This is an optimization exercise on Yosys and OpenROAD, whose aim is small area, a short achievable clock period and few clock cycles per item, not a production implementation. In this exercise RTL edits were held to simulation tests only and were not proved equivalent to the original. Power figures rest on the tool's default switching activity, not on a simulated workload.

## build 20
==> flow/design.v (excerpt) <==
module band_topk_balanced_selector (
    input  logic                 i_clk,
    input  logic                 i_rst_n,
    input  logic                 i_in_valid,
    output logic                 o_in_ready,
    input  logic [33:0]          i_in_data,
    output logic                 o_out_valid,
    input  logic                 i_out_ready,
    output logic [18:0]          o_out_data,
    input  logic                 i_cfg_valid,
    output logic                 o_cfg_ready,
    input  logic [bts_pkg::CFG_IDX_W-1:0] i_cfg_index,
    input  logic [bts_pkg::BAND_W-1:0]    i_cfg_data
);
Size in the first run: about 77 I/O pins, roughly 0.054 mm^2 of cells after synthesis.
export LEC_CHECK = 0
export CAP_MARGIN = 20
export CORE_MARGIN = 2
export CORE_UTILIZATION = 50
export PLACE_DENSITY = 0.75
export SETUP_SLACK_MARGIN = 5.0
export SLEW_MARGIN = 20
create_clock -name core_clock -period 8.0 [get_ports {i_clk}]
run.sh (not shown) runs the stock make flow with config.mk's settings and CLKGATE_MAP_FILE= SYNTH_SCRIPT=/design/flow/synth_recipe.tcl, a recipe that flattens the netlist after the stock synthesis.
Having completed the whole flow, build 20 delivered a layout that passed the timing, design-rule and antenna checks.
Testbench counts of build 20, summed over its fixed seeds: cycles 7,246, items 4,800.
Relative to build 20, the following input files were edited for build 31:
# build 20
export LEC_CHECK = 0
export CAP_MARGIN = 20
export CORE_MARGIN = 2
export CORE_UTILIZATION = 50
export PLACE_DENSITY = 0.75
export SETUP_SLACK_MARGIN = 5.0
export SLEW_MARGIN = 20
create_clock -name core_clock -period 8.0 [get_ports {i_clk}]
# build 31
export LEC_CHECK = 0
export CAP_MARGIN = 20
export CORE_MARGIN = 2
export CORE_UTILIZATION = 50
export SETUP_SLACK_MARGIN = 4.5
export SLEW_MARGIN = 20
create_clock -name core_clock -period 8.0 [get_ports {i_clk}]
[summary]
Re share of the final layout cell area in sequential cells: build 20 was lower than build 31. Build 31 ended with less number of global-route vias before repair than build 20. Taking build 20 as the reference, in build 31 multi-input logic portion of the cell area lost 0.48 points, first-iteration DRC count went down, met3 demand-to-capacity share in global routing went up, time the final worst path needs with I/O delays and setup +0.35 ns, area fraction of clock buffers and clock inverters higher. Compared with build 20, build 31 shows final hold slack lower by 0.0090 ns. Higher initial antenna violation count was reported by build 31, not build 20. | setup slack | higher: build 20 |. Vias: build 31 fewer than build 20.
What build 92 does differently from build 31 at the input level:
# build 31
export LEC_CHECK = 0
export CAP_MARGIN = 20
export CORE_MARGIN = 2
export CORE_UTILIZATION = 50
export SETUP_SLACK_MARGIN = 4.5
export SLEW_MARGIN = 20
create_clock -name core_clock -period 8.0 [get_ports {i_clk}]
# build 92
export LEC_CHECK = 0
export CAP_MARGIN = 20
export CORE_MARGIN = 2
export CORE_UTILIZATION = 50
export PLACE_DENSITY = 0.7
export SETUP_SLACK_MARGIN = 4.75
export SLEW_MARGIN = 20
create_clock -name core_clock -period 8.0 [get_ports {i_clk}]
--- outcome ---
Diff build 31 -> build 92 | net load switching power | down slightly. Compare build 31 and build 92 | total of plain and repair buffers excluding clock buffers lower: build 31. Number of buffers created by CTS in build 92 is 5.1% below build 31. Build 92 vs build 31, origin of the worst setup path: r_in_key[12] vs r_dbusy. Run comparison: build 92 highest signal layer in the routed design met5; build 31 highest signal layer in the routed design met4. From build 31 to build 92 the numbers moved as follows: post-route cell area has increased, global router's overall resource usage +2.2 points.
Here is what was changed in the inputs of build 83 compared with build 92.
# build 92
export LEC_CHECK = 0
export CAP_MARGIN = 20
export CORE_MARGIN = 2
export CORE_UTILIZATION = 50
export PLACE_DENSITY = 0.7
export SETUP_SLACK_MARGIN = 4.75
export SLEW_MARGIN = 20
create_clock -name core_clock -period 8.0 [get_ports {i_clk}]
# build 83
export LEC_CHECK = 0
export CAP_MARGIN = 20
export CORE_MARGIN = 2
export CORE_UTILIZATION = 40
export SETUP_SLACK_MARGIN = 4.5
export SLEW_MARGIN = 20
create_clock -name core_clock -period 8.0 [get_ports {i_clk}]
[compare] base=build 92 new=build 83: starting density of the core saw a decrease, latest clock arrival within the worst-skew pair saw an increase, power of the sequential group saw little to no change.
The run with more setup slack is build 92; build 83 has less.
Any difference in multi-input combinational gate total between build 92 and build 83 is small enough to ignore.

what the ideal ports hide:
The results above use ideal ports. As a check the final layouts listed here were re-extracted and re-timed, cells and wires unchanged.
Step 1 assumes that a clkbuf_16 drives the clock port and a buf_2 every other input.
Step 2 also shifts input and output timing later by t, the mid clock arrival at the registers, as if the neighbouring blocks saw the same clock.
Slacks: no drivers / after step 1 / after step 2; pairs: no drivers / after step 1.
run | t (ns) | slack for setup (ns) | clock arrival spread, ns | pins driven straight from the clock port
build 20 | 0.774 | 4.881 / 4.881 / 4.273 | 0.045 / 0.046 | 1
build 31 | 0.801 | 4.533 / 4.533 / 3.969 | 0.051 / 0.051 | 1
build 92 | 0.784 | 4.714 / 4.714 / 4.104 | 0.035 / 0.035 | 1
build 83 | 0.827 | 4.534 / 4.530 / 3.774 | 0.072 / 0.072 | 1
After both steps every run listed still meets setup and hold. For build 83, which loses most, drivers alone change the setup slack by -0.004 ns; drivers and shift together by -0.760 ns.
